What follows belongs to an exercise in optimizing a design on an open flow for small area, a short achievable clock period and few clock cycles per item; a production flow would make more cautious choices.
The RTL was checked by simulation tests, not by an equivalence proof against the original design.

job 2052:
==> flow/design.v (excerpt) <==
module softsign_activation_top (
  input  logic                           clk,
  input  logic                           rst_n,
  input  logic                           in_tvalid,
  output logic                           in_tready,
  input  logic [ssa_pkg::SAMPLE_W-1:0]   in_tdata,
  output logic                           out_tvalid,
  input  logic                           out_tready,
  output logic [ssa_pkg::RESULT_W-1:0]   out_tdata,
  input  logic                           cfg_psel,
  input  logic                           cfg_penable,
  input  logic                           cfg_pwrite,
  input  logic [ssa_pkg::CFG_ADDR_W-1:0] cfg_paddr,
  input  logic [ssa_pkg::CFG_DATA_W-1:0] cfg_pwdata,
  output logic [ssa_pkg::CFG_DATA_W-1:0] cfg_prdata,
  output logic                           cfg_pready
);
export LEC_CHECK = 0
export CAP_MARGIN = 20
export CORE_MARGIN = 2
export CORE_UTILIZATION = 40
export SETUP_SLACK_MARGIN = 2.0
export SLEW_MARGIN = 20
create_clock -name core_clock -period 6.5 [get_ports {clk}]
run.sh (not shown) runs the stock make flow with config.mk's settings and CLKGATE_MAP_FILE= SYNTH_SCRIPT=/design/flow/synth_recipe.tcl, a recipe that flattens the netlist after the stock synthesis.
Job 2052: done, clean on timing, DRC and antenna
Testbench counts of job 2052, summed over its fixed seeds: cycles 16,288, items 16,000.
Relative to job 2052, the following input files were edited for job 1077:
# job 2052
export LEC_CHECK = 0
export CAP_MARGIN = 20
export CORE_MARGIN = 2
export CORE_UTILIZATION = 40
export SETUP_SLACK_MARGIN = 2.0
export SLEW_MARGIN = 20
create_clock -name core_clock -period 6.5 [get_ports {clk}]
# job 1077
export LEC_CHECK = 0
export ABC_AREA = 1
export CAP_MARGIN = 20
export CORE_MARGIN = 2
export CORE_UTILIZATION = 40
export SETUP_SLACK_MARGIN = 3.0
export SLEW_MARGIN = 20
create_clock -name core_clock -period 6.5 [get_ports {clk}]
Notes after the runs:
Relative to job 2052, layout net count has gone up in job 1077. Logic depth of the worst register-to-register path: lower on job 1077. | fraction of final layout cells with drive strength greater than 1 | job 1077 vs job 2052 | 6.5 points lower |. Compared to job 2052, job 1077 reaches a higher achievable clock. Relative to job 2052, total setup buffers inserted after CTS has gone down in job 1077. When job 1077 is measured against job 2052, its worst setup slack after layout turns out 1.02 ns higher. Taking job 2052 as the reference, in job 1077 standard cell core area moved up; ratio of final minimum period to clock period now sits lower; via count grew by 24%.

softsign_activation_top again, from the RTL that the note above started with.
clock: 6.5 ns
lec_check: 0
abc_area: 1
cap_margin: 20
core_margin: 2
core_utilization: 40
setup_slack_margin: 4.0
slew_margin: 20
Testbench counts at the start, summed over its fixed seeds: cycles 16,288, items 16,000.
Then changed:
ABC_AREA = unset   (was 1)
SETUP_SLACK_MARGIN = 2.5   (was 4.0)
Effect:
- clock skew falls by 0.033 ns
- synthesized cell count falls by 26%
- die area falls by about 4%
- final area falls by about 23%
- via count falls by about 28%
- worst hold slack improved by 0.013 ns

softsign_activation_top again, from the RTL that the note above started with.
clock: 6.5 ns
lec_check: 0
cap_margin: 20
core_margin: 2
core_utilization: 40
cts_buf_list: sky130_fd_sc_hd__clkbuf_4 sky130_fd_sc_hd__clkbuf_8
cts_cluster_size: 30
setup_slack_margin: 3.0
slew_margin: 20
Testbench counts at the start, summed over its fixed seeds: cycles 16,288, items 16,000.
==> next run, changes <==
ABC_AREA = 1   (was default)
CTS_BUF_LIST = default   (was sky130_fd_sc_hd__clkbuf_4 sky130_fd_sc_hd__clkbuf_8)
CTS_CLUSTER_SIZE = default   (was 30)
SETUP_SLACK_MARGIN = 3.5   (was 3.0)
Worst setup slack gains 0.52 ns.
Synthesized area rose by 4.0%.
Core utilization fell by 1.6 points.
==> next run, changes <==
SETUP_SLACK_MARGIN = 3.25   (was 3.5)
Result: Die area does not change; flip-flop and latch count does not change; first-iteration DRC count went down by a few percent; core utilization went down by 0.71 points; cell area went down slightly.
==> next run, changes <==
ABC_AREA = default   (was 1)
Effect: Final area is higher by a few percent; register-to-register slack is worse by 0.58 ns; die area came out lower by a few percent; hold slack barely changes; maximum frequency came out lower by about a fifth; wire length falls by about a fifth; non-clock buffer count went up by 364; first-iteration DRC count is lower by well over a third.

## separate check: timing with driven ports
In the flow no input, the clock included, has a driving cell. The finished layouts below were timed again as built, in two steps. Step 1: set_driving_cell puts a clkbuf_16 on clk and a buf_2 on each other input, an assumption about the parent block. Step 2 also shifts input and output timing later by t, the mid clock arrival at the registers, as if the neighbouring blocks saw the same clock. Slacks: ideal / step 1 / step 2; pairs: ideal / step 1.
run | t, ns | setup WS [ns] | worst hold slack (ns) | worst setup path after step 2 | latest minus earliest clock arrival (ns)
job 2052 | 0.786 | 2.099 / 2.099 / 2.099 | 0.412 / 0.412 / 0.412 | register to register | 0.035 / 0.035
job 1077 | 0.795 | 3.122 / 3.058 / 2.970 | 0.387 / 0.387 / 0.387 | input to register | 0.057 / 0.057
the first run of note 2 | 0.811 | 3.383 / 3.383 / 3.339 | 0.399 / 0.399 / 0.399 | input to register | 0.061 / 0.061
the second run of note 2 | 0.790 | 2.521 / 2.521 / 2.348 | 0.412 / 0.412 / 0.412 | input to register | 0.035 / 0.035
the first run of note 3 | 0.919 | 2.810 / 2.810 / 2.368 | 0.396 / 0.396 / 0.396 | input to register | 0.058 / 0.058
the second run of note 3 | 0.807 | 3.334 / 3.334 / 3.015 | 0.401 / 0.401 / 0.401 | input to register | 0.060 / 0.060
the third run of note 3 | 0.808 | 3.355 / 3.341 / 2.941 | 0.410 / 0.410 / 0.410 | input to register | 0.068 / 0.067
the fourth run of note 3 | 0.799 | 2.779 / 2.779 / 2.593 | 0.412 / 0.412 / 0.412 | input to register | 0.035 / 0.035
After both steps setup and hold are still met in every run listed. For the first run of note 3, which loses most, drivers alone change the setup slack by 0.000 ns; drivers and shift together by -0.442 ns.
